Context: an optimization exercise on an open-source flow, tuned for small area. The choices shown serve that exercise and are no tape-out recipe. The RTL was checked by simulation tests, not by an equivalence proof against the original design. Power figures rest on the tool's default switching activity, not on a simulated workload. The flow treats the clock pin as an ideal source, which a real chip does not have.

--- design/flow/config.mk ---
export PLATFORM = sky130hd
export DESIGN_NAME = dense_1_feeder
export DESIGN_NICKNAME = dense_1_feeder
export VERILOG_FILES = /design/flow/design.v
export SDC_FILE = /design/flow/constraint.sdc
export NUM_CORES = 4
export LEC_CHECK = 0
export ABC_AREA = 1
export CAP_MARGIN = 0
export CORE_MARGIN = 2
export CORE_UTILIZATION = 60
export SLEW_MARGIN = 0
--- design/flow/constraint.sdc ---
create_clock -name core_clock -period 5.0 [get_ports {clk}]
set_input_delay 1.0000 -clock core_clock [delete_from_list [all_inputs] [get_ports {clk}]]
set_output_delay 1.0000 -clock core_clock [all_outputs]
set_load 0.01 [all_outputs]
--- design/flow/design.v ---
module dense_1_feeder #(
  parameter int IN_W            = 32,
  parameter int OUT_W           = 128,
  parameter int WORDS_PER_FRAME = 8,
  parameter int GAP             = 64,
  parameter int DEPTH           = 16
) (
  input  logic             clk,
  input  logic             rst,
  input  logic             vld_in,
  input  logic [IN_W-1:0]  data_in,
  output logic             rdy_out,
  output logic             vld_out,
  output logic [OUT_W-1:0] data_out,
  output logic             last_out,
  output logic             ovf
);
  localparam int PACK    = OUT_W / IN_W;
  localparam int PACK_W  = (PACK > 1) ? $clog2(PACK) : 1;
  localparam int FRAME_W = (WORDS_PER_FRAME > 1) ? $clog2(WORDS_PER_FRAME) : 1;
  localparam int GAP_W   = $clog2(GAP);
  localparam int CNT_W   = $clog2(DEPTH) + 1;
  localparam int RING_N  = DEPTH - 1;
  localparam int POS_W   = $clog2(RING_N);
  localparam int TAP     = 4;
  localparam logic [POS_W:0] RING_NV = RING_N;
  logic [PACK_W-1:0]        pack_cnt;
  logic [GAP_W-1:0]         gap_cnt;
  logic [FRAME_W-1:0]       rd_idx;
  logic [CNT_W-1:0]         fifo_count;
  logic [RING_N-1:0][PACK-1:0][IN_W-1:0] ring_q;
  logic [RING_N-1:0][PACK-1:0][IN_W-1:0] ring;
  logic [POS_W-1:0]             r_pos;      
  logic [CNT_W-1:0]             n_slot;     
  logic [PACK-1:0][IN_W-1:0]    lb;
  logic [PACK-1:0]              lb_vld;
  logic [RING_N-1:0][POS_W-1:0] in_dist;    
  logic [PACK-1:0][CNT_W-1:0]   occ;        
  logic [PACK-1:0]              missing;    
  logic                         packing;
  logic [PACK-1:0][IN_W-1:0]    hd;
  logic [PACK-1:0]              hd_fill;
  logic                         hd_vld;
  logic               accept;
  logic               push;
  logic               pop;
  logic               bypass;
  logic               at_tap;
  logic [PACK-1:0]    tap_fill;
  logic [PACK-1:0]    fill_now;
  logic               release_hd;
  logic [PACK-1:0]    drop;
  logic [PACK-1:0]    beat_here;
  logic [RING_N-1:0][PACK-1:0] wr_here;
  logic [PACK-1:0]    wr_lane;
  logic [POS_W-1:0]   last_dist;
  logic               keep_last;
  assign rdy_out = !rst && (fifo_count < CNT_W'(DEPTH));
  assign accept  = vld_in && rdy_out;
  assign push    = accept && (pack_cnt == PACK_W'(PACK - 1));
  assign pop     = (fifo_count != '0) && (gap_cnt == '0);
  assign hd_vld  = &hd_fill;
  assign packing = (pack_cnt != '0);
  assign n_slot  = fifo_count - CNT_W'(hd_vld) + CNT_W'(packing);
  always_comb begin
    for (int j = 0; j < PACK; j++) begin
      missing[j] = packing && (pack_cnt <= PACK_W'(PACK - 1 - j));
      occ[j]     = n_slot - CNT_W'(lb_vld[j]) - CNT_W'(missing[j]);
    end
    for (int p = 0; p < RING_N; p++) begin
      logic [POS_W:0] back;
      back       = POS_W'(r_pos) + RING_NV - ((p + RING_N - 1) % RING_N);
      in_dist[p] = (back >= RING_NV) ? POS_W'(back - RING_NV) : back[POS_W-1:0];
    end
  end
  always_comb begin
    for (int j = 0; j < PACK; j++) begin
      beat_here[j] = accept && (pack_cnt == PACK_W'(PACK - 1 - j));
    end
  end
  assign bypass = (fifo_count == '0);
  assign at_tap = !hd_vld && (r_pos == POS_W'(RING_N - 1));
  always_comb begin
    for (int j = 0; j < PACK; j++) begin
      tap_fill[j] = at_tap && (occ[j] != '0);
      fill_now[j] = tap_fill[j] || (bypass && beat_here[j]);
    end
  end
  assign release_hd = !rst && !hd_vld && (&(hd_fill | fill_now));
  always_comb begin
    for (int j = 0; j < PACK; j++) begin
      drop[j] = release_hd && (occ[j] == '0);
    end
  end
  always_comb begin
    for (int j = 0; j < PACK; j++) begin
      wr_lane[j] = 1'b0;
      for (int p = 0; p < RING_N; p++) begin
        wr_here[p][j] = (p % TAP == 0) && !rst && lb_vld[j] && !drop[j] &&
                        (occ[j] == {1'b0, in_dist[p]});
        wr_lane[j] = wr_lane[j] | wr_here[p][j];
      end
    end
  end
  assign last_dist = in_dist[0];
  assign keep_last = !rst && !(release_hd && r_pos == POS_W'(RING_N - 1)) &&
                     ({1'b0, last_dist} < n_slot);
  always_comb begin
    for (int p = 0; p < RING_N; p++) begin
      ring[p] = ((p / TAP) % 2 == 1) ? ~ring_q[p] : ring_q[p];
    end
  end
  always_ff @(posedge clk) begin
    for (int j = 0; j < PACK; j++) begin
      for (int p = 0; p < RING_N; p++) begin
        if (p == 0) begin
          ring_q[p][j] <= (ring[RING_N-1][j] & {IN_W{keep_last}}) | (lb[j] & {IN_W{wr_here[p][j]}});
        end else if (p % TAP == 0) begin
          ring_q[p][j] <= (((p / TAP) % 2 == 1) ? ~(ring[p-1][j] | (lb[j] & {IN_W{wr_here[p][j]}}))
                                                :  (ring[p-1][j] | (lb[j] & {IN_W{wr_here[p][j]}})));
        end else begin
          ring_q[p][j] <= ring_q[p-1][j];
        end
      end
    end
  end
  always_ff @(posedge clk) begin
    for (int j = 0; j < PACK; j++) begin
      if (beat_here[j]) lb[j] <= data_in;
      if (bypass && beat_here[j]) begin
        hd[j] <= data_in;
      end else if (tap_fill[j]) begin
        hd[j] <= ring[RING_N-1][j];
      end
    end
  end
  always_ff @(posedge clk) begin
    if (rst) begin
      pack_cnt   <= '0;
      gap_cnt    <= '0;
      rd_idx     <= '0;
      fifo_count <= '0;
      r_pos      <= '0;
      lb_vld     <= '0;
      hd_fill    <= '0;
      vld_out    <= 1'b0;
      data_out   <= '0;
      last_out   <= 1'b0;
      ovf        <= 1'b0;
    end else begin
      if (vld_in && !rdy_out) begin
        ovf <= 1'b1;
      end
      if (accept) begin
        pack_cnt <= pack_cnt + 1'b1;
      end
      if (push && !pop) begin
        fifo_count <= fifo_count + 1'b1;
      end else if (pop && !push) begin
        fifo_count <= fifo_count - 1'b1;
      end
      if (pop) begin
        gap_cnt <= GAP_W'(GAP - 1);
      end else if (gap_cnt != '0) begin
        gap_cnt <= gap_cnt - 1'b1;
      end
      if (!release_hd) r_pos <= (r_pos == POS_W'(RING_N - 1)) ? '0 : r_pos + 1'b1;
      for (int j = 0; j < PACK; j++) begin
        if (beat_here[j] && !drop[j]) begin
          lb_vld[j] <= 1'b1;
        end else if (wr_lane[j] || drop[j]) begin
          lb_vld[j] <= 1'b0;
        end
      end
      if (pop) begin
        hd_fill <= '0;
      end else begin
        hd_fill <= hd_fill | fill_now;
      end
      vld_out <= pop;
      if (pop) begin
        rd_idx   <= rd_idx + 1'b1;
        data_out <= hd;
        last_out <= (rd_idx == FRAME_W'(WORDS_PER_FRAME - 1));
      end else begin
        last_out <= 1'b0;
      end
    end
  end
endmodule
--- design/flow/flow/run.sh ---
#!/bin/bash
set -euo pipefail
here=$PWD
res=$here/orfs/results/$FLOW_PLATFORM/dense_1_feeder/base

# 1. standard synthesis, up to the Yosys netlist
bash standard.sh $res/1_2_yosys.v > synth.log 2>&1

# re-map the combinational logic
mkdir -p remap
cp $res/1_2_yosys.v remap/in.v
cp $res/1_2_yosys.v remap/standard_1_2_yosys.v
export REMAP_LIB=$FLOW_HOME/platforms/$FLOW_PLATFORM/lib/sky130_fd_sc_hd__tt_025C_1v80.lib
YOSYS=${YOSYS_EXE:-$FLOW_HOME/../tools/install/yosys/bin/yosys}
(cd remap && $YOSYS -c $here/flow/remap.tcl) > remap.log 2>&1
cp remap/out.v $res/1_2_yosys.v
touch $res/1_2_yosys.v

# 2. the rest of the standard flow, with its own clock tree settings and
#    the smallest buffer on each port
export CTS_ARGS="-sink_clustering_enable -repair_clock_nets -dont_use_dummy_load -sink_clustering_size 34 -sink_clustering_max_diameter 70"
export BUFFER_PORTS_ARGS="-buffer_cell sky130_fd_sc_hd__buf_1"
bash standard.sh > layout.log 2>&1
--- design/flow/flow/remap.tcl ---
# Re-map the combinational logic of the standard synthesis netlist for
# area. Flip-flops (and tie cells) are kept as they are: same instances,
# names and cell types. Reads in.v, writes out.v in the current folder.
set lib $::env(REMAP_LIB)
yosys read_liberty -ignore_miss_func $lib
yosys read_verilog -sv in.v
yosys hierarchy -top $::env(FLOW_TOP)
yosys blackbox sky130_fd_sc_hd__conb_1 sky130_fd_sc_hd__dfbbn_1 sky130_fd_sc_hd__dfbbn_2 sky130_fd_sc_hd__dfbbp_1 sky130_fd_sc_hd__dfrbp_1 sky130_fd_sc_hd__dfrbp_2 sky130_fd_sc_hd__dfrtn_1 sky130_fd_sc_hd__dfrtp_1 sky130_fd_sc_hd__dfrtp_2 sky130_fd_sc_hd__dfrtp_4 sky130_fd_sc_hd__dfsbp_1 sky130_fd_sc_hd__dfsbp_2 sky130_fd_sc_hd__dfstp_1 sky130_fd_sc_hd__dfstp_2 sky130_fd_sc_hd__dfstp_4 sky130_fd_sc_hd__dfxbp_1 sky130_fd_sc_hd__dfxbp_2 sky130_fd_sc_hd__dfxtp_1 sky130_fd_sc_hd__dfxtp_2 sky130_fd_sc_hd__dfxtp_4 sky130_fd_sc_hd__dlclkp_1 sky130_fd_sc_hd__dlclkp_2 sky130_fd_sc_hd__dlclkp_4 sky130_fd_sc_hd__dlrbn_1 sky130_fd_sc_hd__dlrbn_2 sky130_fd_sc_hd__dlrbp_1 sky130_fd_sc_hd__dlrbp_2 sky130_fd_sc_hd__dlrtn_1 sky130_fd_sc_hd__dlrtn_2 sky130_fd_sc_hd__dlrtn_4 sky130_fd_sc_hd__dlrtp_1 sky130_fd_sc_hd__dlrtp_2 sky130_fd_sc_hd__dlrtp_4 sky130_fd_sc_hd__dlxbn_1 sky130_fd_sc_hd__dlxbn_2 sky130_fd_sc_hd__dlxbp_1 sky130_fd_sc_hd__dlxtn_1 sky130_fd_sc_hd__dlxtn_2 sky130_fd_sc_hd__dlxtn_4 sky130_fd_sc_hd__dlxtp_1 sky130_fd_sc_hd__dlygate4sd1_1 sky130_fd_sc_hd__dlygate4sd2_1 sky130_fd_sc_hd__dlygate4sd3_1 sky130_fd_sc_hd__dlymetal6s2s_1 sky130_fd_sc_hd__dlymetal6s4s_1 sky130_fd_sc_hd__dlymetal6s6s_1 sky130_fd_sc_hd__edfxbp_1 sky130_fd_sc_hd__edfxtp_1 sky130_fd_sc_hd__sdfbbn_1 sky130_fd_sc_hd__sdfbbn_2 sky130_fd_sc_hd__sdfbbp_1 sky130_fd_sc_hd__sdfrbp_1 sky130_fd_sc_hd__sdfrbp_2 sky130_fd_sc_hd__sdfrtn_1 sky130_fd_sc_hd__sdfrtp_1 sky130_fd_sc_hd__sdfrtp_2 sky130_fd_sc_hd__sdfrtp_4 sky130_fd_sc_hd__sdfsbp_1 sky130_fd_sc_hd__sdfsbp_2 sky130_fd_sc_hd__sdfstp_1 sky130_fd_sc_hd__sdfstp_2 sky130_fd_sc_hd__sdfstp_4 sky130_fd_sc_hd__sdfxbp_1 sky130_fd_sc_hd__sdfxbp_2 sky130_fd_sc_hd__sdfxtp_1 sky130_fd_sc_hd__sdfxtp_2 sky130_fd_sc_hd__sdfxtp_4 
yosys flatten
yosys opt_clean -purge
yosys abc -liberty $lib -script "+strash;dc2;dch,-f;amap,-m;topo" -dont_use sky130_fd_sc_hd__lpflow_bleeder_1 -dont_use sky130_fd_sc_hd__lpflow_clkbufkapwr_1 -dont_use sky130_fd_sc_hd__lpflow_clkbufkapwr_16 -dont_use sky130_fd_sc_hd__lpflow_clkbufkapwr_2 -dont_use sky130_fd_sc_hd__lpflow_clkbufkapwr_4 -dont_use sky130_fd_sc_hd__lpflow_clkbufkapwr_8 -dont_use sky130_fd_sc_hd__lpflow_clkinvkapwr_1 -dont_use sky130_fd_sc_hd__lpflow_clkinvkapwr_16 -dont_use sky130_fd_sc_hd__lpflow_clkinvkapwr_2 -dont_use sky130_fd_sc_hd__lpflow_clkinvkapwr_4 -dont_use sky130_fd_sc_hd__lpflow_clkinvkapwr_8 -dont_use sky130_fd_sc_hd__lpflow_decapkapwr_12 -dont_use sky130_fd_sc_hd__lpflow_decapkapwr_3 -dont_use sky130_fd_sc_hd__lpflow_decapkapwr_4 -dont_use sky130_fd_sc_hd__lpflow_decapkapwr_6 -dont_use sky130_fd_sc_hd__lpflow_decapkapwr_8 -dont_use sky130_fd_sc_hd__lpflow_inputiso0n_1 -dont_use sky130_fd_sc_hd__lpflow_inputiso0p_1 -dont_use sky130_fd_sc_hd__lpflow_inputiso1n_1 -dont_use sky130_fd_sc_hd__lpflow_inputiso1p_1 -dont_use sky130_fd_sc_hd__lpflow_inputisolatch_1 -dont_use sky130_fd_sc_hd__lpflow_isobufsrc_1 -dont_use sky130_fd_sc_hd__lpflow_isobufsrc_16 -dont_use sky130_fd_sc_hd__lpflow_isobufsrc_2 -dont_use sky130_fd_sc_hd__lpflow_isobufsrc_4 -dont_use sky130_fd_sc_hd__lpflow_isobufsrc_8 -dont_use sky130_fd_sc_hd__lpflow_isobufsrckapwr_16 -dont_use sky130_fd_sc_hd__lpflow_lsbuf_lh_hl_isowell_tap_1 -dont_use sky130_fd_sc_hd__lpflow_lsbuf_lh_hl_isowell_tap_2 -dont_use sky130_fd_sc_hd__lpflow_lsbuf_lh_hl_isowell_tap_4 -dont_use sky130_fd_sc_hd__lpflow_lsbuf_lh_isowell_4 -dont_use sky130_fd_sc_hd__lpflow_lsbuf_lh_isowell_tap_1 -dont_use sky130_fd_sc_hd__lpflow_lsbuf_lh_isowell_tap_2 -dont_use sky130_fd_sc_hd__lpflow_lsbuf_lh_isowell_tap_4 -dont_use sky130_fd_sc_hd__probe_p_8 -dont_use sky130_fd_sc_hd__probec_p_8 
yosys opt_clean -purge
yosys hilomap -singleton -hicell sky130_fd_sc_hd__conb_1 HI -locell sky130_fd_sc_hd__conb_1 LO
yosys opt_clean -purge
yosys tee -o stat.txt stat -liberty $lib
yosys write_verilog -noattr -noexpr -nohex -nodec out.v
--- design/flow/standard.sh ---
#!/bin/bash
# synth_recipe.tcl (not shown) runs the flow's synth.tcl, then flattens the netlist and writes it again
# the make line also repeats each setting of config.mk as NAME=value (left out here)
make -C /OpenROAD-flow-scripts/flow DESIGN_CONFIG=/design/flow/config.mk WORK_HOME=/design/flow/orfs CLKGATE_MAP_FILE= SYNTH_SCRIPT=/design/flow/synth_recipe.tcl "${@:-finish}"
==> results of run 1 <==
[cell type report]
type,count,area (µm²),area share
Sequential cell,2335,49300,0.784
Multi-Input combinational cell,1131,7170,0.114
Clock buffer,85,2130,0.0338
Timing Repair Buffer,286,1790,0.0285
Tap cell,1265,1580,0.0252
Inverter,241,928,0.0148
Antenna cell,1,2.50,0.0000398
[power by group through the flow]
stage | Sequential (µW) | Combinational [µW] | Clock [µW]
after floorplan | 21600 | 1460 | 0
after global placement | 21700 | 3040 | 0
after detailed placement | 21800 | 3080 | 0
after CTS | 21400 | 3090 | 8310
after global routing | 21500 | 3340 | 8930
final | 21400 | 3120 | 8170
[worst min path at each step]
stage	startpoint	to
floorplan	ring_q[872]	ring_q[1000]
global placement	ring_q[1064]	ring_q[1192]
detailed placement	ring_q[76]	ring_q[204]
CTS	ring_q[1706]	ring_q[1834]
global route	ring_q[170]	ring_q[298]
finish	ring_q[1706]	ring_q[1834]
[per-layer routing]
layer	wire [µm]	up-vias	track usage	share of wire
li1	-	13700	-	-
met1	59200	14900	0.381	0.45
met2	60700	733	0.425	0.46
met3	7460	190	0.0448	0.057
met4	3480	0	0.0686	0.027
met5	0	-	0	0
[registers in the layout (all words and copies together), names as in the netlist]
name	cells
rd_idx	3
gap_cnt	6
ovf	1
r_pos	4
last_out	1
ring_q	1920
lb_vld	4
pack_cnt	2
hd_fill	4
lb	128
hd	128
fifo_count	5
data_out	128
vld_out	1
[worst max-delay path, cell delays in order, from the launching register on]
cell and delay [ps]:
sky130_fd_sc_hd__dfxtp_1 360, sky130_fd_sc_hd__nand4_1 130, sky130_fd_sc_hd__clkinv_1 100, sky130_fd_sc_hd__nor2_1 170
sky130_fd_sc_hd__clkinv_1 100, sky130_fd_sc_hd__nor2_1 130, sky130_fd_sc_hd__nor2_1 50, sky130_fd_sc_hd__a21oi_1 190
sky130_fd_sc_hd__nand2_1 90, sky130_fd_sc_hd__o21ai_0 180, sky130_fd_sc_hd__nand2_1 180, sky130_fd_sc_hd__nor2_2 190
sky130_fd_sc_hd__a21oi_2 60, sky130_fd_sc_hd__inv_2 110, sky130_fd_sc_hd__nor4_4 80, sky130_fd_sc_hd__o21ai_4 200
sky130_fd_sc_hd__nor2_1 70, sky130_fd_sc_hd__or3_1 350, sky130_fd_sc_hd__nor4_4 310, sky130_fd_sc_hd__clkinv_2 200
sky130_fd_sc_hd__nor4_1 260, sky130_fd_sc_hd__buf_4 220, sky130_fd_sc_hd__nor2_4 90, sky130_fd_sc_hd__buf_4 160
sky130_fd_sc_hd__nand2_4 60, sky130_fd_sc_hd__buf_12 200, sky130_fd_sc_hd__o21ai_0 140
[per-stage QoR]
step           instance area [µm²]  total power [µW]  setup WS, ps  setup TNS [ps]
6_report                     62900             32700           413               0
2_1_floorplan                57300             23100         -4340         -580040
3_3_place_gp                 60600             24700           176               0
4_1_cts                      62700             32800           191               0
3_5_place_dp                 60600             24800         -8.38           -15.2
5_1_grt                      62900             33800         -3.15           -3.15
[placed cells by master, fill, tap and decap left out, types with 3 or more instances in the layout]
cell,instances
sky130_fd_sc_hd__dfxtp_1,2079
sky130_fd_sc_hd__o22ai_1,295
sky130_fd_sc_hd__edfxtp_1,256
sky130_fd_sc_hd__clkinv_1,229
sky130_fd_sc_hd__buf_1,166
sky130_fd_sc_hd__a21oi_1,159
sky130_fd_sc_hd__nor2_1,135
sky130_fd_sc_hd__a32o_1,128
sky130_fd_sc_hd__o21ai_0,113
sky130_fd_sc_hd__a31oi_1,97
sky130_fd_sc_hd__buf_4,97
sky130_fd_sc_hd__clkbuf_16,85
sky130_fd_sc_hd__o21ai_1,45
sky130_fd_sc_hd__nand2_1,28
sky130_fd_sc_hd__buf_12,21
sky130_fd_sc_hd__nor3_1,11
sky130_fd_sc_hd__a221oi_1,11
sky130_fd_sc_hd__nor2_4,10
sky130_fd_sc_hd__o221ai_1,10
sky130_fd_sc_hd__a22oi_1,8
sky130_fd_sc_hd__a222oi_1,7
sky130_fd_sc_hd__nand3_1,7
sky130_fd_sc_hd__a211oi_1,6
sky130_fd_sc_hd__o21a_1,6
sky130_fd_sc_hd__nor2_2,5
sky130_fd_sc_hd__a21oi_2,4
sky130_fd_sc_hd__inv_2,4
sky130_fd_sc_hd__nor4_4,4
sky130_fd_sc_hd__o21ai_4,4
sky130_fd_sc_hd__nor3_2,3
sky130_fd_sc_hd__clkinv_2,3
sky130_fd_sc_hd__clkinv_4,3
sky130_fd_sc_hd__a2111oi_0,3
sky130_fd_sc_hd__nor4_1,3
[repair_timing]
item | CTS | global route
gates resized for setup | 0 | 15
hold buffers | 0 | 0
setup buffers | 0 | 12
setup endpoints to repair | 5 | 374
gates cloned | 1 | 1
pin swaps | 1 | 4
==> results.toml, run 1 <==
[setup_path]
setup.worst_path.start_class = "register"
r2r_end = "ring_q[1066]"
critical_path_type = "reg -> reg"
timing.critical_path.to_type = "register"
timing_endpoint_of_the_critical_path = "ring_q[1066]"
reg2regPathDepth = 26
r2r-start = "hd_fill[1]"
worst_setup_path_startpoint = "hd_fill[1]"
worst-path-max-fanout = 23
arrival_ps = 5080
r2r_slack_ps = 410
required_time_at_the_worst_slack_endpoint_ps = 5490

[power_and_ir_drop]
p_int_uw = 24800
share_comb_of_total_power = 0.096
total_switching_power_uw = 7870
worst_ir_drop_vdd_uv = 383
power_density_nw_per_um2 = 519
power.switching_fraction = 0.241
leakage_uw = 0.0232
seq_power_share = 0.654
power.clock.fraction = 0.250

[clocking]
cts_buffer_depth = 3
cts_buffers = 85
cts_tree = "yes"
tritoncts_sink_count = 2335
clock_insertion_delay_worst_skew_ps = 710
ctsRootBufferMaster = "sky130_fd_sc_hd__clkbuf_16"
clkTransAtPathRegs_ps = 110
htree_levels = 3

[floorplan]
coreArea_um2 = 94600
floorplan.io_pins = 167
start_util = 0.603
row_count = 113
floorplan.die.width_um = 312
dieArea_um2 = 97500
chipHeight_um = 312

[timing]
final.period_utilization = 0.917
finClkSkew_ps = 98.4
report.final.slew_viol_count = 0
worst-slew-pin-transition_ps = 1170
timing.final.setup_violations = 0
period_needed_ps = 4590
max_slew_margin = 0.212
hold_slack_ps = 258
fmaxAchievable_mhz = 218
finalHoldViolations = 0

[placed_design]
post_place_cells = 5244
globalplace.congestion = 0.880
place_hpwl_um = 80600
port-buffer-count = 166

[routing]
vias_per_cell = 5.53
initialDrtViolationCount = 2365
route.vias.total = 29500
detail_route.wl_per_cell_um = 24.5
drtAntennaViolNets = 0
routed_wl_um = 131000
remaining_drc_errors = 0
drt_first_pass_iters = 7

[yosys]
synth_fp_nets = 3740
synthCells = 3705
yosysWarningCount = 1
synthesis.area_per_instance_um2 = 15.4
synth.cell_area_um2 = 57000

[min_path]
min_path_cells = 0
min-delay-path-class = "reg -> reg"

[grt]
grt_overflow_total = 0
tot_gr_track_use = 0.266
grt_pass1_wl_um = 192000
antenna_found_initial = 15
vias_in_the_first_global_route = 29700
grt_max_degree = 85

[cells_and_area]
finalNetCount = 4115
postLayoutCoreUtil = 0.665
fillCellCount = 6790
final-instance-count-excl-fill = 5344
layout-drive-gt1-share = 0.0647
area_growth_syn_to_layout_pct = 10.4

[run]
timing.max_cap.violations = 0

[status]
run_status = "finished clean"
==> run 2, diff against run 1 <==
--- a/design/flow/flow/run.sh
+++ b/design/flow/flow/run.sh
@@ -18,6 +18,6 @@
 
 # 2. the rest of the standard flow, with its own clock tree settings and
 #    the smallest buffer on each port
-export CTS_ARGS="-sink_clustering_enable -repair_clock_nets -dont_use_dummy_load -sink_clustering_size 34 -sink_clustering_max_diameter 70"
+export CTS_ARGS="-sink_clustering_enable -repair_clock_nets -dont_use_dummy_load -sink_clustering_size 30 -sink_clustering_max_diameter 90"
 export BUFFER_PORTS_ARGS="-buffer_cell sky130_fd_sc_hd__buf_1"
 bash standard.sh > layout.log 2>&1
--- a/design/flow/config.mk
+++ b/design/flow/config.mk
@@ -9,4 +9,5 @@
 export CAP_MARGIN = 0
 export CORE_MARGIN = 2
 export CORE_UTILIZATION = 60
+export GPL_TIMING_DRIVEN = 0
 export SLEW_MARGIN = 0
==> run 2 against run 1 <==
Via count grew 1.2%. Largest cell class unchanged. Area after synthesis is the same. Sequential cell count is the same. Clock power grew 2%. Final cell count is essentially flat. Global-route usage grew 0.87 points. Sequential power is essentially flat. Hold slack gained 20 ps. Setup slack lost 190 ps. Critical endpoint is now ring_q[547].
==> results.toml, run 2 <==
[status]
run_status = "finished clean"

[power_and_ir_drop]
leakage_uw = 0.0235
power.switching_fraction = 0.244
power_density_nw_per_um2 = 518
total_switching_power_uw = 8060
power.clock.fraction = 0.251
share_comb_of_total_power = 0.103
seq_power_share = 0.646
p_int_uw = 25000
worst_ir_drop_vdd_uv = 335

[clocking]
cts_tree = "yes"
tritoncts_sink_count = 2335
cts_buffer_depth = 3
ctsRootBufferMaster = "sky130_fd_sc_hd__clkbuf_16"
clkTransAtPathRegs_ps = 110
clock_insertion_delay_worst_skew_ps = 710
cts_buffers = 88
htree_levels = 3

[setup_path]
reg2regPathDepth = 27
timing.critical_path.to_type = "register"
critical_path_type = "reg -> reg"
r2r_slack_ps = 230
r2r-start = "hd_fill[0]"
arrival_ps = 5360
worst-path-max-fanout = 12
r2r_end = "ring_q[547]"
setup.worst_path.start_class = "register"
required_time_at_the_worst_slack_endpoint_ps = 5590

[floorplan]
floorplan.io_pins = 167
coreArea_um2 = 94600
chipHeight_um = 312
row_count = 113
start_util = 0.603
dieArea_um2 = 97500
floorplan.die.width_um = 312

[grt]
vias_in_the_first_global_route = 29800
grt_use_met3 = 0.0579
grt_overflow_total = 0
grt-busiest-layer = "met2"
grt_max_degree = 93
antenna_found_initial = 12
gr-usage-met2 = 0.428
tot_gr_track_use = 0.275
grt_pass1_wl_um = 196000
groute.layer.met1.usage = 0.400

[cells_and_area]
largest_register_ffs = 1920
ff_latch_area_um2 = 49300
postLayoutCoreUtil = 0.674
finalNetCount = 4109
multi_input_area_um2 = 7430
layout-drive-gt1-share = 0.0749
fillCellCount = 6607
final_common_cell = "sky130_fd_sc_hd__dfxtp_1"
top_register_by_number_of_flip_flops = "ring_q"
final-instance-count-excl-fill = 5339
layout.cells.most_common_list = "sky130_fd_sc_hd__dfxtp_1, sky130_fd_sc_hd__o22ai_1, sky130_fd_sc_hd__edfxtp_1"
area_growth_syn_to_layout_pct = 11.8

[timing]
finalHoldViolations = 0
period_needed_ps = 4770
finClkSkew_ps = 79.7
timing.setup.tns_ps = 0
worst-slew-pin-transition_ps = 1380
fin_ws_ps = 226
report.final.slew_viol_count = 0
fmaxAchievable_mhz = 209
timing.final.setup_violations = 0
final.period_utilization = 0.955
max_slew_margin = 0.0788

[min_path]
timing.hold.worst.start = "ring_q[1738]"
min_path_cells = 0
sink_of_the_worst_hold_path = "ring_q[1866]"
min-delay-path-class = "reg -> reg"

[yosys]
synth_fp_nets = 3740
yosysWarningCount = 1
synthCells = 3705
synth.cell_area_um2 = 57000
synthesis.area_per_instance_um2 = 15.4

[routing]
initialDrtViolationCount = 2667
drtAntennaViolNets = 0
route.vias.total = 29900
drt_first_pass_iters = 6
remaining_drc_errors = 0
routed_wl_um = 135000
vias_per_cell = 5.60
detail_route.wl_per_cell_um = 25.3

[placed_design]
place_ws_ps = -3830
port-buffer-count = 166
place_hpwl_um = 80400
post_place_cells = 5193
globalplace.congestion = 0.834

[run]
timing.max_cap.violations = 0
## run 2: cell type report
cell class | count | share of cell area
sequential | 2335 | 0.774
inverter | 241 | 0.0153
clock buffer | 88 | 0.0346
tap | 1265 | 0.0248
timing repair buffer | 274 | 0.0348
multi-input combinational | 1134 | 0.117
antenna | 2 | 0.0000785
## run 2: per-stage QoR
step,hold WS (ps),power (µW),area (µm²)
after floorplan,310,23100,57300
after global placement,310,24200,59500
after detailed placement,312,24800,60700
after CTS,284,33100,63500
after global routing,280,34100,63700
final,278,33000,63700
## run 2: worst max-delay path, cell delays in order, from the launching register on
cell and delay (ps):
sky130_fd_sc_hd__dfxtp_1 370, sky130_fd_sc_hd__nand4_1 140, sky130_fd_sc_hd__buf_4 170, sky130_fd_sc_hd__buf_4 140, sky130_fd_sc_hd__nor3_4 220, sky130_fd_sc_hd__o21ai_0 140
sky130_fd_sc_hd__o22ai_2 220, sky130_fd_sc_hd__nor2_1 100, sky130_fd_sc_hd__a21oi_4 200, sky130_fd_sc_hd__buf_4 150, sky130_fd_sc_hd__inv_2 50, sky130_fd_sc_hd__nand2_1 120
sky130_fd_sc_hd__nor2_1 70, sky130_fd_sc_hd__a21oi_2 360, sky130_fd_sc_hd__nor3_2 130, sky130_fd_sc_hd__o21ai_4 270, sky130_fd_sc_hd__nor2_4 70, sky130_fd_sc_hd__nor4_4 250
sky130_fd_sc_hd__buf_4 180, sky130_fd_sc_hd__clkinv_2 100, sky130_fd_sc_hd__buf_4 160, sky130_fd_sc_hd__nor4_4 210, sky130_fd_sc_hd__nor2_4 160, sky130_fd_sc_hd__buf_4 260
sky130_fd_sc_hd__nand2b_4 140, sky130_fd_sc_hd__buf_12 140, sky130_fd_sc_hd__nor2_1 50, sky130_fd_sc_hd__nor2_1 110
## run 2: routing by layer
layer	part of all wire	vias up
li1	-	13800
met1	0.45	15000
met2	0.45	916
met3	0.073	195
met4	0.023	2
met5	0.000096	-
## run 2: power groups by stage
stage | sequential, µW | combinational (µW) | clock, µW
floorplan | 21600 | 1460 | 0
global route | 21500 | 3580 | 9060
CTS | 21300 | 3300 | 8440
finish | 21300 | 3390 | 8300
detailed placement | 21700 | 3100 | 0
global placement | 21400 | 2780 | 0
## run 2: worst max-delay path by stage
stage	slack, ps	from	depth (start not counted)	endpoint
final	230	hd_fill[0]	27	ring_q[547]
after global routing	-10	hd_fill[2]	28	ring_q[574]
after CTS	6	pack_cnt[0]	28	ring_q[1647]
after detailed placement	-3830	rst	18	ring_q[57]
after global placement	-17040	rst	13	ring_q[16]
after floorplan	-4340	rst	12	ring_q[0]
## run 2: timing repair
action	CTS	global route
resized for setup	45	38
endpoints found under the setup margin	610	442
hold buffers	0	0
buffers inserted	42	9
gates cloned	5	0
pin swaps	22	8
==> run 3, diff against run 2 <==
--- a/design/flow/config.mk
+++ b/design/flow/config.mk
@@ -8,6 +8,5 @@
 export ABC_AREA = 1
 export CAP_MARGIN = 0
 export CORE_MARGIN = 2
-export CORE_UTILIZATION = 60
-export GPL_TIMING_DRIVEN = 0
+export CORE_UTILIZATION = 70
 export SLEW_MARGIN = 0
==> run 3 against run 2 <==
Power down 1.1%. Area after synthesis unchanged. Fmax up 5.0%. Final area down 1.8%. Non-clock buffer count unchanged. Global-route usage up 2.8 points. Core utilization up 10 points. Clock power down 0.6%. Highest routed layer unchanged. Register-to-register slack better by 230 ps. Critical path depth down 7. Final cell count down 3.9%. Via count down 0.13%.
==> results.toml, run 3 <==
[status]
run_status = "finished clean"

[power_and_ir_drop]
p_int_uw = 24800
power.switching_fraction = 0.240
leakage_uw = 0.0232
total_switching_power_uw = 7850
power_density_nw_per_um2 = 522
share_comb_of_total_power = 0.093
worst_ir_drop_vdd_uv = 418
power.clock.fraction = 0.253
seq_power_share = 0.654

[setup_path]
required_time_at_the_worst_slack_endpoint_ps = 5540
timing.critical_path.to_type = "register"
worstPathBufferInverterCount = 5
arrival_ps = 5080
setup.worst_path.start_class = "register"
r2r_slack_ps = 450
timing.critical_path.max_delay_family = "simple AND/OR/NAND/NOR gates"
cp_max_delay_cell = "sky130_fd_sc_hd__dfxtp_1"
critical_path_type = "reg -> reg"
worst-path-max-fanout = 18
timing.critical_path.slowest_cell_delay_ps = 480
worst_path_most_repeated_cell = "sky130_fd_sc_hd__clkinv_1"
crit_chain = "clkinv_1 -> o22ai_1 -> clkinv_1 -> o22ai_1 -> nor2_1 -> a21oi_1 -> clkinv_1 -> nand2_1 -> o21ai_0 -> nor3_2 -> o21ai_4 -> nor2_1 -> nor4_4 -> buf_4 -> a21oi_2 -> nand2_1 -> or2_4 -> nor4_4 -> buf_4 -> a21oi_1"

[routing]
drtAntennaViolNets = 0
initialDrtViolationCount = 2257
drt_first_pass_iters = 5
detail_route.wl_per_cell_um = 24.9
vias_per_cell = 5.82
route.vias.total = 29900
routed_wl_um = 128000
remaining_drc_errors = 0

[timing]
finalHoldViolations = 0
report.final.slew_viol_count = 0
worst-slew-pin-transition_ps = 1160
timing.setup.tns_ps = 0
max_slew_margin = 0.217
fmaxAchievable_mhz = 220
period_needed_ps = 4550
finClkSkew_ps = 83.3
final.period_utilization = 0.909
timing.final.setup_violations = 0

[cells_and_area]
layout.cells.most_common_list = "sky130_fd_sc_hd__dfxtp_1, sky130_fd_sc_hd__o22ai_1, sky130_fd_sc_hd__edfxtp_1"
top_register_by_number_of_flip_flops = "ring_q"
area_growth_syn_to_layout_pct = 9.77
postLayoutCoreUtil = 0.777
largest_register_ffs = 1920
finalNetCount = 4106
final-instance-count-excl-fill = 5130
final_common_cell = "sky130_fd_sc_hd__dfxtp_1"
layout-drive-gt1-share = 0.0637

[floorplan]
floorplan.die.width_um = 289
chipHeight_um = 289
coreArea_um2 = 80500
start_util = 0.708
row_count = 104
dieArea_um2 = 83700
floorplan.io_pins = 167

[clocking]
clock_insertion_delay_worst_skew_ps = 700
htree_levels = 3
hold_buffer_count_at_cts = 0
cts_buffers = 88
ctsRootBufferMaster = "sky130_fd_sc_hd__clkbuf_16"
clkTransAtPathRegs_ps = 110
tritoncts_sink_count = 2335
cts_buffer_depth = 3
cts_tree = "yes"

[yosys]
synthCells = 3705
synth.cell_area_um2 = 57000
synth_fp_nets = 3740
yosysWarningCount = 1
synthesis.area_per_instance_um2 = 15.4

[placed_design]
port-buffer-count = 166
place_hpwl_um = 76300
globalplace.congestion = 0.888
post_place_cells = 5033

[grt]
grt_pass1_wl_um = 186000
tot_gr_track_use = 0.303
grt_max_degree = 75
antenna_found_initial = 11
grt_overflow_total = 0
vias_in_the_first_global_route = 30200

[run]
timing.max_cap.violations = 0

[min_path]
min-delay-path-class = "reg -> reg"
[run 3: metrics by stage]
step | hold slack, ps | instance area [µm²] | setup slack, ps | total power [µW]
floorplan | 310 | 57300 | -4340 | 23100
global placement | 310 | 60200 | 143 | 24600
detailed placement | 312 | 60200 | -88.6 | 24700
CTS | 277 | 62400 | 58.3 | 32700
global route | 273 | 62600 | -0.371 | 33700
finish | 276 | 62600 | 455 | 32700
[run 3: final timing paths]
kind	start	depth (start not counted)	to
min reg2reg	ring_q[72]	0	ring_q[200]
max reg2reg	fifo_count[2]	20	ring_q[634]
max	fifo_count[2]	20	ring_q[634]
min	ring_q[72]	0	ring_q[200]
[run 3: layer usage]
metal / GRT usage / part of all wire / vias to the layer above
met3: 0.0504 / 0.062 / 222
met5: 0 / 0.00014 / -
met1: 0.426 / 0.44 / 14900
li1: - / - / 13700
met2: 0.488 / 0.47 / 975
met4: 0.0965 / 0.032 / 2
[run 3: area by class of cell]
| cell class | instances | area (µm²) |
|---|---|---|
| antenna | 1 | 2.50 |
| sequential | 2335 | 49300 |
| timing repair buffer | 274 | 1580 |
| fill | 4589 | 18000 |
| inverter | 241 | 950 |
| tap | 1060 | 1330 |
| multi-input combinational | 1131 | 7210 |
| clock buffer | 88 | 2200 |
[run 3: what timing repair did]
action                                 CTS  global route
setup buffers                            0             6
resized for setup                        2            26
endpoints found under the hold margin    0             0
gates cloned                             1             1
pin swaps                                0             5
setup endpoints to repair               32           452
[run 3: worst reg2reg max path: stages, from the launching register on]
cell and delay, ps:
sky130_fd_sc_hd__dfxtp_1 480, sky130_fd_sc_hd__clkinv_1 210, sky130_fd_sc_hd__o22ai_1 330, sky130_fd_sc_hd__clkinv_1 110, sky130_fd_sc_hd__o22ai_1 180, sky130_fd_sc_hd__nor2_1 60
sky130_fd_sc_hd__a21oi_1 290, sky130_fd_sc_hd__clkinv_1 260, sky130_fd_sc_hd__nand2_1 160, sky130_fd_sc_hd__o21ai_0 150, sky130_fd_sc_hd__nor3_2 310, sky130_fd_sc_hd__o21ai_4 100
sky130_fd_sc_hd__nor2_1 210, sky130_fd_sc_hd__nor4_4 70, sky130_fd_sc_hd__buf_4 170, sky130_fd_sc_hd__a21oi_2 210, sky130_fd_sc_hd__nand2_1 130, sky130_fd_sc_hd__or2_4 290
sky130_fd_sc_hd__nor4_4 180, sky130_fd_sc_hd__buf_4 390, sky130_fd_sc_hd__a21oi_1 160
[run 3: power groups by stage]
stage	Combinational (µW)	Sequential, µW	Clock, µW
2_1_floorplan	1460	21600	0
3_3_place_gp	2890	21700	0
3_5_place_dp	2950	21800	0
4_1_cts	2980	21400	8330
5_1_grt	3240	21500	8920
6_report	3040	21400	8250
==> run 4, diff against run 3 <==
--- a/design/flow/config.mk
+++ b/design/flow/config.mk
@@ -8,5 +8,6 @@
 export ABC_AREA = 1
 export CAP_MARGIN = 0
 export CORE_MARGIN = 2
-export CORE_UTILIZATION = 70
+export CORE_UTILIZATION = 60
+export PLACE_DENSITY = 0.75
 export SLEW_MARGIN = 0
==> run 4 against run 3 <==
Core utilization decreased by 11 points. Clock power rose by 0.7%. Sequential cell count stayed put. Clock skew increased by 25 ps. Sequential power about the same. Count of clock-buffer cells in the layout is 1 higher. First-iteration DRC count increased by 17%.
==> results.toml, run 4 <==
[status]
run_status = "finished clean"

[cells_and_area]
final-instance-count-excl-fill = 5341
top_register_by_number_of_flip_flops = "ring_q"
area_growth_syn_to_layout_pct = 10.4
layout-drive-gt1-share = 0.0633
design_area_um2 = 62900
finalNetCount = 4112
layout.cells.most_common_list = "sky130_fd_sc_hd__dfxtp_1, sky130_fd_sc_hd__o22ai_1, sky130_fd_sc_hd__edfxtp_1"
largest_register_ffs = 1920
final_common_cell = "sky130_fd_sc_hd__dfxtp_1"

[clocking]
htree_levels = 3
clkTransAtPathRegs_ps = 110
cts_buffer_depth = 3
cts_buffers = 89
tritoncts_sink_count = 2335
clock_insertion_delay_worst_skew_ps = 710
ctsRootBufferMaster = "sky130_fd_sc_hd__clkbuf_16"
cts_tree = "yes"

[timing]
fin_ws_ps = 290
timing.setup.tns_ps = 0
worst-slew-pin-transition_ps = 963
period_needed_ps = 4710
report.final.slew_viol_count = 0
finalHoldViolations = 0
fmaxAchievable_mhz = 212
max_slew_margin = 0.358
finClkSkew_ps = 108
timing.final.setup_violations = 0
final.period_utilization = 0.942

[setup_path]
required_time_at_the_worst_slack_endpoint_ps = 5540
arrival_ps = 5250
timing.critical_path.max_delay_family = "simple AND/OR/NAND/NOR gates"
timing.critical_path.to_type = "register"
worstPathBufferInverterCount = 6
worst-path-max-fanout = 32
cp_max_delay_cell = "sky130_fd_sc_hd__dfxtp_1"
critical_path_type = "reg -> reg"
timing.critical_path.slowest_cell_delay_ps = 340
setup.worst_path.start_class = "register"
worst_path_most_repeated_cell = "sky130_fd_sc_hd__nor2_1"

[run]
timing.max_cap.violations = 0

[grt]
grt_max_degree = 93
tot_gr_track_use = 0.247
antenna_found_initial = 12
grt_overflow_total = 0
grt_pass1_wl_um = 179000
vias_in_the_first_global_route = 28500

[floorplan]
floorplan.io_pins = 167
row_count = 113
dieArea_um2 = 97500
coreArea_um2 = 94600
floorplan.die.width_um = 312
chipHeight_um = 312
start_util = 0.603

[routing]
vias_per_cell = 5.49
initialDrtViolationCount = 2651
drtAntennaViolNets = 0
drt_first_pass_iters = 8
detail_route.wl_per_cell_um = 23.1
remaining_drc_errors = 0
routed_wl_um = 123000
route.vias.total = 29300

[min_path]
min-delay-path-class = "reg -> reg"

[placed_design]
place_hpwl_um = 73400
post_place_cells = 5239
globalplace.congestion = 0.902
place_ws_ps = 5.88
port-buffer-count = 166
postPlaceCellArea_um2 = 60500

[yosys]
synthCells = 3705
yosysWarningCount = 1
synthesis.area_per_instance_um2 = 15.4
synth.cell_area_um2 = 57000
synth_fp_nets = 3740

[power_and_ir_drop]
worst_ir_drop_vdd_uv = 264
leakage_uw = 0.0232
power_density_nw_per_um2 = 519
[run 4: routing by layer]
layer  part of all wire  global-route usage  vias to the layer above
li1                   -                   -                    13800
met1               0.45               0.358                    14500
met2               0.46               0.388                      940
met3              0.064              0.0372                      172
met4              0.028              0.0748                        0
met5                  0                   0                        -
[run 4: what timing repair did]
action / CTS / global route
hold endpoints to repair: 0 / 0
hold buffers: 0 / 0
setup endpoints to repair: 13 / 340
cloned: 0 / 2
pin swaps: 0 / 2
gates resized for setup: 1 / 19
buffers inserted: 0 / 10
[run 4: through the flow]
stage	power, µW	hold WS [ps]	util
2_1_floorplan	23100	310	-
3_3_place_gp	24600	310	0.639
3_5_place_dp	24600	312	0.639
4_1_cts	32700	276	0.663
5_1_grt	33700	267	0.665
6_report	32600	271	0.665
[run 4: worst paths after layout]
path / startpoint / end / slack [ps] / cells past startpoint
hold / removal: ring_q[706] / ring_q[834] / 270 / 0
setup reg to reg: hd_fill[2] / ring_q[629] / 290 / 27
setup / recovery: hd_fill[2] / ring_q[629] / 290 / 27
hold reg to reg: ring_q[706] / ring_q[834] / 270 / 0
[run 4: layout make-up]
cell class / count / area [µm²]
clock buffer: 89 / 2230
timing repair buffer: 279 / 1660
fill: 6372 / 31700
tap: 1265 / 1580
antenna: 1 / 2.50
inverter: 241 / 937
sequential: 2335 / 49300
multi-input combinational: 1131 / 7200
[run 4: worst reg2reg max path: stages (launching register included)]
cell	delay, ps
sky130_fd_sc_hd__dfxtp_1	340
sky130_fd_sc_hd__nand4_1	130
sky130_fd_sc_hd__clkinv_1	110
sky130_fd_sc_hd__nor2_1	160
sky130_fd_sc_hd__clkinv_1	100
sky130_fd_sc_hd__nor2_1	140
sky130_fd_sc_hd__nor2_1	60
sky130_fd_sc_hd__a21oi_1	200
sky130_fd_sc_hd__nand2_1	100
sky130_fd_sc_hd__o22ai_1	220
sky130_fd_sc_hd__nor2_1	60
sky130_fd_sc_hd__a21oi_1	160
sky130_fd_sc_hd__clkinv_1	230
sky130_fd_sc_hd__nor2_1	210
sky130_fd_sc_hd__a21oi_2	80
sky130_fd_sc_hd__nor3_1	140
sky130_fd_sc_hd__nand3_1	150
sky130_fd_sc_hd__clkinv_1	130
sky130_fd_sc_hd__o21ai_4	60
sky130_fd_sc_hd__nor2_2	170
sky130_fd_sc_hd__nor4_4	80
sky130_fd_sc_hd__buf_4	170
sky130_fd_sc_hd__a21oi_2	230
sky130_fd_sc_hd__nand2_2	190
sky130_fd_sc_hd__or2_4	320
sky130_fd_sc_hd__nor4_4	230
sky130_fd_sc_hd__buf_12	260
sky130_fd_sc_hd__a21oi_1	190
[run 4: power by group]
| group | leakage, µW | switching [µW] | internal [µW] |
|---|---|---|---|
| clock network | 0.00110 | 5090 | 3220 |
| logic | 0.00295 | 2060 | 967 |
| registers | 0.0192 | 626 | 20700 |
| total | 0.0232 | 7780 | 24900 |
==> run 5, diff against run 4 <==
--- a/design/flow/config.mk
+++ b/design/flow/config.mk
@@ -8,6 +8,5 @@
 export ABC_AREA = 1
 export CAP_MARGIN = 0
 export CORE_MARGIN = 2
-export CORE_UTILIZATION = 60
-export PLACE_DENSITY = 0.75
+export CORE_UTILIZATION = 80
 export SLEW_MARGIN = 0
==> run 5 against run 4 <==
Global-route usage grew 18 points. Register-to-register slack lost 220 ps. Critical path depth shrank 6.
==> results.toml, run 5 <==
[power_and_ir_drop]
power_density_nw_per_um2 = 536
leakage_uw = 0.0232
power_uw = 33500
power.clock.fraction = 0.257
p_int_uw = 24900
power.switching_fraction = 0.258
total_switching_power_uw = 8670
seq_power_share = 0.644
share_comb_of_total_power = 0.099
worst_ir_drop_vdd_uv = 479

[yosys]
synthCells = 3705
synth.cell_area_um2 = 57000
yosysWarningCount = 1
synthesis.area_per_instance_um2 = 15.4
synth_fp_nets = 3740

[routing]
initialDrtViolationCount = 4651
route.vias.total = 33300
met3_length_um = 16700
drt_first_pass_iters = 6
routed.top_layer = "met5"
met1_length_um = 56500
met2_wirelength_um = 78500
detail_route.wl_per_cell_um = 32.2
drtAntennaViolNets = 0
remaining_drc_errors = 0
vias_per_cell = 6.63
routed_wl_um = 161000

[floorplan]
row_count = 97
chipHeight_um = 271
coreArea_um2 = 70300
dieArea_um2 = 73400
start_util = 0.811
floorplan.die.width_um = 271
floorplan.io_pins = 167

[timing]
finClkSkew_ps = 63.1
worst-slew-pin-transition_ps = 1390
hold_slack_ps = 297
fmaxAchievable_mhz = 203
period_needed_ps = 4930
timing.setup.tns_ps = 0
finalHoldViolations = 0
report.final.slew_viol_count = 0
final.period_utilization = 0.985
max_slew_margin = 0.0683
timing.final.setup_violations = 0

[placed_design]
post_place_cells = 4919
place_hpwl_um = 84500
postPlaceCellArea_um2 = 60100
port-buffer-count = 166
globalplace.congestion = 0.902

[grt]
antenna_found_initial = 11
tot_gr_track_use = 0.429
grt_max_degree = 94
grt_pass1_wl_um = 228000
vias_in_the_first_global_route = 34100
grt_overflow_total = 0

[setup_path]
timing.critical_path.to_type = "register"
r2r_end = "ring_q[107]"
timing.critical_path.slowest_cell_delay_ps = 560
cp_max_delay_cell = "sky130_fd_sc_hd__or4_4"
worst_path_most_repeated_cell = "sky130_fd_sc_hd__buf_4"
reg2regPathDepth = 21
setup.worst_path.start_class = "register"
arrival_ps = 5460
r2r-start = "hd_fill[1]"
crit_chain = "nand4_1 -> buf_4 -> nor3_1 -> o21ai_0 -> o22ai_1 -> nor2_1 -> a21oi_2 -> buf_4 -> clkinv_1 -> nand2_1 -> o21ai_0 -> nor3_2 -> o21ai_4 -> nor2_1 -> nor4_4 -> buf_4 -> a21oi_2 -> nand2_1 -> or4_4 -> buf_12 -> o22ai_1"
worst_setup_path_startpoint = "hd_fill[1]"
timing_endpoint_of_the_critical_path = "ring_q[107]"
r2r_slack_ps = 70
worst-path-max-fanout = 18
critical_path_type = "reg -> reg"
required_time_at_the_worst_slack_endpoint_ps = 5540

[clocking]
hold_buffer_count_at_cts = 0
cts_buffer_depth = 3
tritoncts_sink_count = 2335
cts_buffers = 87
clkTransAtPathRegs_ps = 120
ctsRootBufferMaster = "sky130_fd_sc_hd__clkbuf_16"
htree_levels = 3
cts_tree = "yes"
clock_insertion_delay_worst_skew_ps = 710

[min_path]
timing.hold.worst.start = "ring_q[690]"
min-delay-path-class = "reg -> reg"

[cells_and_area]
top_register_by_number_of_flip_flops = "ring_q"
largest_register_ffs = 1920
finalNetCount = 4116
final-instance-count-excl-fill = 5020
design_area_um2 = 62500
area_growth_syn_to_layout_pct = 9.67
final_common_cell = "sky130_fd_sc_hd__dfxtp_1"
layout-drive-gt1-share = 0.0659
layout.cells.most_common_list = "sky130_fd_sc_hd__dfxtp_1, sky130_fd_sc_hd__o22ai_1, sky130_fd_sc_hd__edfxtp_1"
fillCellCount = 2403

[status]
run_status = "finished clean"

[run]
timing.max_cap.violations = 0
[run 5: stage by stage]
| stage | setup slack (ps) | util |
|---|---|---|
| 2_1_floorplan | -4340 | - |
| 3_3_place_gp | 160 | 0.855 |
| 3_5_place_dp | -151 | 0.855 |
| 4_1_cts | 15.3 | 0.887 |
| 5_1_grt | -171 | 0.890 |
| 6_report | 74.9 | 0.890 |
[run 5: repair_timing]
action / 4_1_cts / 5_1_grt
setup buffers: 2 / 9
setup endpoints to repair: 41 / 378
pin swaps: 1 / 4
resized for setup: 3 / 39
cloned: 0 / 2
[run 5: layer usage]
| metal | global-route usage | vias to the layer above |
|---|---|---|
| li1 | - | 13700 |
| met1 | 0.533 | 16500 |
| met2 | 0.706 | 2425 |
| met3 | 0.102 | 579 |
| met4 | 0.221 | 8 |
| met5 | 0 | - |
[run 5: how the worst min path moves through the flow]
stage                               to  slack, ps  depth (start not counted)
after floorplan           ring_q[1000]        310                          0
after global placement    ring_q[1489]        310                          0
after detailed placement   ring_q[221]        310                          0
after CTS                 ring_q[1457]        310                          0
after global routing      ring_q[1457]        310                          0
final                      ring_q[818]        300                          0
[run 5: power groups by stage]
stage,registers (µW),clock network (µW),logic [µW]
detailed placement,21800,0,3030
global placement,21700,0,2900
finish,21600,8620,3310
floorplan,21600,0,1460
global route,21700,9040,3420
CTS,21500,8420,3140
[run 5: final cells by class]
| class | instances | area (µm²) | share of cell area |
|---|---|---|---|
| antenna | 1 | 2.50 | 0.0000400 |
| tap | 940 | 1180 | 0.0188 |
| multi-input combinational | 1130 | 7200 | 0.115 |
| inverter | 241 | 937 | 0.0150 |
| clock buffer | 87 | 2180 | 0.0348 |
| timing repair buffer | 286 | 1720 | 0.0275 |
| sequential | 2335 | 49300 | 0.789 |
[run 5: worst max-delay path: cells and delay by family, from the launching register on]
family	cells	cell delay [ps]
compound gates	7	1540
flops	1	410
buf+inv	5	840
simple gates	9	1980
==> run 6, diff against run 5 <==
--- a/design/flow/config.mk
+++ b/design/flow/config.mk
@@ -8,5 +8,6 @@
 export ABC_AREA = 1
 export CAP_MARGIN = 0
 export CORE_MARGIN = 2
-export CORE_UTILIZATION = 80
+export CORE_UTILIZATION = 70
+export PLACE_DENSITY = 0.8
 export SLEW_MARGIN = 0
==> run 6 against run 5 <==
Still clean. Synthesized cell count stayed put. Fmax grew 6.2%. Final area decreased by 0.11%. Critical path type unchanged. Largest cell class unchanged. Highest routed layer unchanged.
==> results.toml, run 6 <==
[power_and_ir_drop]
share_comb_of_total_power = 0.092
power.clock.fraction = 0.255
total_switching_power_uw = 7870
power_density_nw_per_um2 = 523
seq_power_share = 0.654
worst_ir_drop_vdd_uv = 359
p_int_uw = 24800
power.switching_fraction = 0.241
leakage_uw = 0.0231

[setup_path]
r2r_slack_ps = 360
r2r_end = "ring_q[630]"
required_time_at_the_worst_slack_endpoint_ps = 5540
worst_setup_path_startpoint = "hd_fill[1]"
reg2regPathDepth = 23
cp_max_delay_cell = "sky130_fd_sc_hd__a21oi_1"
crit_chain = "nand4_1 -> buf_4 -> nor2_1 -> nor2_1 -> a21oi_2 -> buf_4 -> nor2_1 -> o22ai_1 -> nor2_1 -> a21oi_1 -> nand3_1 -> clkinv_1 -> o21ai_4 -> nor2_2 -> nor4_4 -> buf_4 -> a21oi_2 -> nand2_1 -> or2_4 -> nor4_4 -> buf_4 -> buf_12 -> a21oi_1"
setup.worst_path.start_class = "register"
timing_endpoint_of_the_critical_path = "ring_q[630]"
r2r-start = "hd_fill[1]"
timing.critical_path.to_type = "register"
arrival_ps = 5180
critical_path_type = "reg -> reg"
worst-path-max-fanout = 20
timing.critical_path.slowest_cell_delay_ps = 530

[cells_and_area]
top_register_by_number_of_flip_flops = "ring_q"
final_common_cell = "sky130_fd_sc_hd__dfxtp_1"
area_growth_syn_to_layout_pct = 9.55
layout.cells.most_common_list = "sky130_fd_sc_hd__dfxtp_1, sky130_fd_sc_hd__o22ai_1, sky130_fd_sc_hd__edfxtp_1"
antenna_cells_inserted = 0
finalNetCount = 4087
fillCellCount = 4502
layout-drive-gt1-share = 0.0595
largest_register_ffs = 1920

[floorplan]
chipHeight_um = 289
row_count = 104
dieArea_um2 = 83700
floorplan.die.width_um = 289
floorplan.io_pins = 167
start_util = 0.708
coreArea_um2 = 80500

[clocking]
cts_buffers = 88
clock_insertion_delay_worst_skew_ps = 690
hold_buffer_count_at_cts = 0
clkTransAtPathRegs_ps = 110
tritoncts_sink_count = 2335
ctsRootBufferMaster = "sky130_fd_sc_hd__clkbuf_16"
cts_buffer_depth = 3
cts_tree = "yes"
htree_levels = 3

[placed_design]
port-buffer-count = 166
globalplace.congestion = 0.930
place_hpwl_um = 74800

[yosys]
synth_fp_nets = 3740
synthesis.area_per_instance_um2 = 15.4
synth.cell_area_um2 = 57000
synthCells = 3705
yosysWarningCount = 1

[routing]
vias_per_cell = 5.89
routed_wl_um = 127000
remaining_drc_errors = 0
drt_first_pass_iters = 7
initialDrtViolationCount = 2763
route.vias.total = 30100
detail_route.wl_per_cell_um = 24.8
drtAntennaViolNets = 0

[timing]
timing.final.setup_violations = 0
fmaxAchievable_mhz = 216
max_slew_margin = 0.238
timing.setup.tns_ps = 0
finalHoldViolations = 0
worst-slew-pin-transition_ps = 1130
period_needed_ps = 4640
report.final.slew_viol_count = 0
hold_slack_ps = 267
finClkSkew_ps = 70.8
final.period_utilization = 0.927

[grt]
vias_in_the_first_global_route = 29500
grt_pass1_wl_um = 185000
antenna_found_initial = 7
grt_overflow_total = 0
tot_gr_track_use = 0.303
grt_max_degree = 92

[status]
run_status = "finished clean"

[min_path]
min-delay-path-class = "reg -> reg"

[run]
timing.max_cap.violations = 0
## run 6: changes by cell type in the layout (fill, tap and decap cells not counted), sizes merged
| cell | delta |
|---|---|
| buf | -28 |
| clkinv | -2 |
| diode | -1 |
| inv | +2 |
| nand2b | -1 |
## run 6: per-stage QoR
step	cells	setup WS (ps)	cell area (µm²)	utilization	power, µW
2_1_floorplan	3705	-4340	57300	-	23100
3_3_place_gp	5019	279	60100	0.747	24500
3_5_place_dp	5019	63.9	60100	0.747	24600
4_1_cts	5107	98.6	62300	0.774	32600
5_1_grt	5110	-57.7	62400	0.775	33700
6_report	5110	364	62400	0.775	32700
## run 6: routing by layer
| layer | global-route usage | up-vias | routed length, µm |
|---|---|---|---|
| li1 | - | 13700 | - |
| met1 | 0.424 | 15000 | 53600 |
| met2 | 0.490 | 1156 | 60100 |
| met3 | 0.0580 | 223 | 9680 |
| met4 | 0.0822 | 2 | 3450 |
| met5 | 0 | - | 13 |
## run 6: power by group through the flow
stage	clock, µW	sequential, µW	combinational (µW)
floorplan	0	21600	1460
CTS	8360	21400	2920
global route	8950	21500	3200
detailed placement	0	21700	2890
finish	8310	21400	2990
global placement	0	21700	2840
## run 6: worst min path at each step
stage | depth (start not counted) | to | from | slack [ps]
floorplan | 0 | ring_q[1000] | ring_q[872] | 310
global placement | 0 | ring_q[842] | ring_q[714] | 310
detailed placement | 0 | ring_q[1009] | ring_q[881] | 310
CTS | 0 | ring_q[1159] | ring_q[1031] | 270
global route | 0 | ring_q[775] | ring_q[647] | 260
finish | 0 | ring_q[1159] | ring_q[1031] | 270
## run 6: repair_timing
item | in CTS | in global routing
pin swaps | 0 | 2
setup buffers | 0 | 3
endpoints found under the hold margin | 0 | 0
resized for setup | 1 | 23
endpoints found under the setup margin | 2 | 441
## run 6: cell type report
cell class / instances / area, µm² / area share
clock buffer: 88 / 2200 / 0.0353
inverter: 241 / 938 / 0.0150
multi-input combinational: 1129 / 7190 / 0.115
sequential: 2335 / 49300 / 0.790
tap: 1060 / 1330 / 0.0212
timing repair buffer: 257 / 1490 / 0.0238
## run 6: critical path: cells and delay by family (launching register included)
family,cells,cell delay (ps)
compound gates,6,1190
flops,1,400
buf+inv,6,1100
simple gates,11,1820
==> run 7, diff against run 6 <==
--- a/design/flow/config.mk
+++ b/design/flow/config.mk
@@ -8,6 +8,5 @@
 export ABC_AREA = 1
 export CAP_MARGIN = 0
 export CORE_MARGIN = 2
-export CORE_UTILIZATION = 70
-export PLACE_DENSITY = 0.8
+export CORE_UTILIZATION = 60
 export SLEW_MARGIN = 0
==> run 7 against run 6 <==
Sequential power hardly changed. Via count is 1.8% lower. Clock power is 0.6% lower. Power is 0.19% higher. Count of clock-buffer cells in the layout is 1 lower. Fmax is 0.66% higher. Still clean on timing, DRC and antenna. Core utilization is 11 points lower. Non-clock buffer count is 25 higher. Combinational power is 4% higher.
==> results.toml, run 7 <==
[timing]
final.period_utilization = 0.921
max_slew_margin = 0.162
worst-slew-pin-transition_ps = 1240
finalHoldViolations = 0
timing.final.setup_violations = 0
period_needed_ps = 4610
fmaxAchievable_mhz = 217
hold_slack_ps = 317
finClkSkew_ps = 32.9
report.final.slew_viol_count = 0

[routing]
remaining_drc_errors = 0
initialDrtViolationCount = 2404
vias_per_cell = 5.53
routed_wl_um = 131000
drtAntennaViolNets = 0
drt_first_pass_iters = 5
detail_route.wl_per_cell_um = 24.4
route.vias.total = 29600

[cells_and_area]
final_common_cell = "sky130_fd_sc_hd__dfxtp_1"
area_growth_syn_to_layout_pct = 10.4
layout.cells.most_common_list = "sky130_fd_sc_hd__dfxtp_1, sky130_fd_sc_hd__o22ai_1, sky130_fd_sc_hd__edfxtp_1"
layout-drive-gt1-share = 0.0640
top_register_by_number_of_flip_flops = "ring_q"
final-instance-count-excl-fill = 5341
fillCellCount = 6760
finalNetCount = 4112
largest_register_ffs = 1920

[yosys]
yosysWarningCount = 1
synthCells = 3705
synthesis.area_per_instance_um2 = 15.4
synth.cell_area_um2 = 57000
synth_fp_nets = 3740

[floorplan]
dieArea_um2 = 97500
floorplan.io_pins = 167
start_util = 0.603
coreArea_um2 = 94600
row_count = 113
chipHeight_um = 312
floorplan.die.width_um = 312

[run]
timing.max_cap.violations = 0

[grt]
vias_in_the_first_global_route = 29700
tot_gr_track_use = 0.266
grt_pass1_wl_um = 192000
antenna_found_initial = 15
grt_overflow_total = 0
grt_max_degree = 85

[power_and_ir_drop]
power_uw = 32700
leakage_uw = 0.0232
power_density_nw_per_um2 = 520
worst_ir_drop_vdd_uv = 372

[clocking]
ctsRootBufferMaster = "sky130_fd_sc_hd__clkbuf_16"
htree_levels = 3
tritoncts_sink_count = 2335
cts_buffers = 87
cts_buffer_depth = 3
clkTransAtPathRegs_ps = 100
clock_insertion_delay_worst_skew_ps = 700
cts_tree = "yes"

[setup_path]
r2r_slack_ps = 390
timing.critical_path.to_type = "register"
critical_path_type = "reg -> reg"
setup.worst_path.start_class = "register"
crit_chain = "clkinv_1 -> o22ai_1 -> clkinv_1 -> o22ai_1 -> nor2_1 -> a21oi_1 -> buf_4 -> a21oi_2 -> inv_2 -> nor4_4 -> o21ai_4 -> nor2_1 -> or3_1 -> nor4_4 -> clkinv_2 -> nor4_1 -> buf_4 -> nor2_4 -> nand2b_4 -> buf_12 -> buf_12 -> nor2_1 -> nor2_1"
r2r_end = "ring_q[558]"
required_time_at_the_worst_slack_endpoint_ps = 5610
arrival_ps = 5220
worst_setup_path_startpoint = "fifo_count[1]"
r2r-start = "fifo_count[1]"
timing_endpoint_of_the_critical_path = "ring_q[558]"
cp_max_delay_cell = "sky130_fd_sc_hd__dfxtp_1"
timing.critical_path.slowest_cell_delay_ps = 400
reg2regPathDepth = 23
worst_path_most_repeated_cell = "sky130_fd_sc_hd__nor2_1"
worst-path-max-fanout = 13

[placed_design]
post_place_cells = 5244
globalplace.congestion = 0.880
port-buffer-count = 166
place_hpwl_um = 80600

[min_path]
min-delay-path-class = "reg -> reg"

[status]
run_status = "finished clean"
run 7: changes by cell type in the layout (fill, tap and decap cells not counted), sizes merged:
cell,previous run,this run
clkbuf,88,87
clkinv,233,235
diode,0,1
bufinv,1,0
nor2,149,150
inv,7,6
buf,257,282
run 7: worst min-delay path by stage:
stage	slack [ps]	cells after the start	from	to
after floorplan	310	0	ring_q[872]	ring_q[1000]
after global placement	310	0	ring_q[1064]	ring_q[1192]
after detailed placement	310	0	ring_q[76]	ring_q[204]
after CTS	320	0	ring_q[1547]	ring_q[1675]
after global routing	320	0	ring_q[812]	ring_q[940]
final	320	0	ring_q[767]	ring_q[895]
run 7: critical path, delay by kind of cell, from the launching register on:
| kind | cells | cell delay [ps] |
|---|---|---|
| AND/OR/NAND/NOR | 10 | 1530 |
| flip-flops | 1 | 400 |
| buffers and inverters | 8 | 1430 |
| AO/OA/AOI/OAI | 5 | 1130 |
run 7: what timing repair did:
item / CTS / global route
pin swaps: 1 / 3
hold buffers: 0 / 0
gates resized for setup: 0 / 17
endpoints found under the setup margin: 11 / 379
buffers inserted: 0 / 8
cloned: 1 / 0
run 7: metrics by stage:
step	worst slack, ps	cell area [µm²]	setup TNS, ps	util
floorplan	-4340	57300	-580040	-
global placement	176	60600	0	0.641
detailed placement	-8.38	60600	-15.2	0.641
CTS	191	62800	0	0.664
global route	-1.76	62900	-1.76	0.665
finish	395	62900	0	0.665
run 7: cell type report:
type                            count  area [µm²]  area share
Inverter                          241         928      0.0148
Timing Repair Buffer              282        1780      0.0283
Tap cell                         1265        1580      0.0251
Antenna cell                        1        2.50   0.0000398
Multi-Input combinational cell   1130        7160       0.114
Clock buffer                       87        2180      0.0346
Sequential cell                  2335       49300       0.783
run 7: routing by layer:
layer	part of all wire	vias up	GRT usage
met3	0.062	188	0.0482
met4	0.027	0	0.0703
li1	-	13700	-
met1	0.45	14900	0.378
met5	0	-	0
met2	0.46	750	0.423
run 7: power breakdown:
group	leakage, µW	total [µW]	switching [µW]	internal (µW)
registers	0.0192	21400	674	20700
logic	0.00300	3110	2100	1010
clock network	0.00107	8260	5110	3150

## re-timing with driven ports
The results above use ideal ports. As a check the final layouts listed here were re-extracted and re-timed, cells and wires unchanged. Step 1 sets driving cells, clkbuf_16 on the clock port and buf_2 on the other inputs (assumed; they add their load-dependent delay and slew). Step 2, shift: input delay + t, output delay - t, t = (earliest + latest rising clock arrival at the registers) / 2. This alone moves slack from input paths to output paths. Three values: no drivers, after step 1, after step 2; two values: the first two.
| run | t (ns) | slack for setup (ns) | worst hold slack (ns) | cell pins on the clock port's net |
|---|---|---|---|---|
| run 1 | 0.728 | 0.413 / 0.413 / 0.413 | 0.258 / 0.258 / 0.258 | 1 |
| run 2 | 0.742 | 0.226 / 0.226 / -0.413 | 0.278 / 0.278 / 0.278 | 1 |
| run 3 | 0.724 | 0.455 / 0.455 / 0.455 | 0.276 / 0.276 / 0.276 | 1 |
| run 4 | 0.726 | 0.290 / 0.290 / 0.290 | 0.271 / 0.271 / 0.271 | 1 |
| run 5 | 0.742 | 0.075 / 0.075 / 0.075 | 0.297 / 0.297 / 0.297 | 1 |
| run 6 | 0.717 | 0.364 / 0.364 / 0.364 | 0.267 / 0.267 / 0.267 | 1 |
| run 7 | 0.755 | 0.395 / 0.395 / 0.395 | 0.317 / 0.317 / 0.317 | 1 |
With both steps, setup timing fails in run 2, where it was met with ideal ports. For run 2, which loses most, drivers alone change the setup slack by 0.000 ns; drivers and shift together by -0.639 ns.
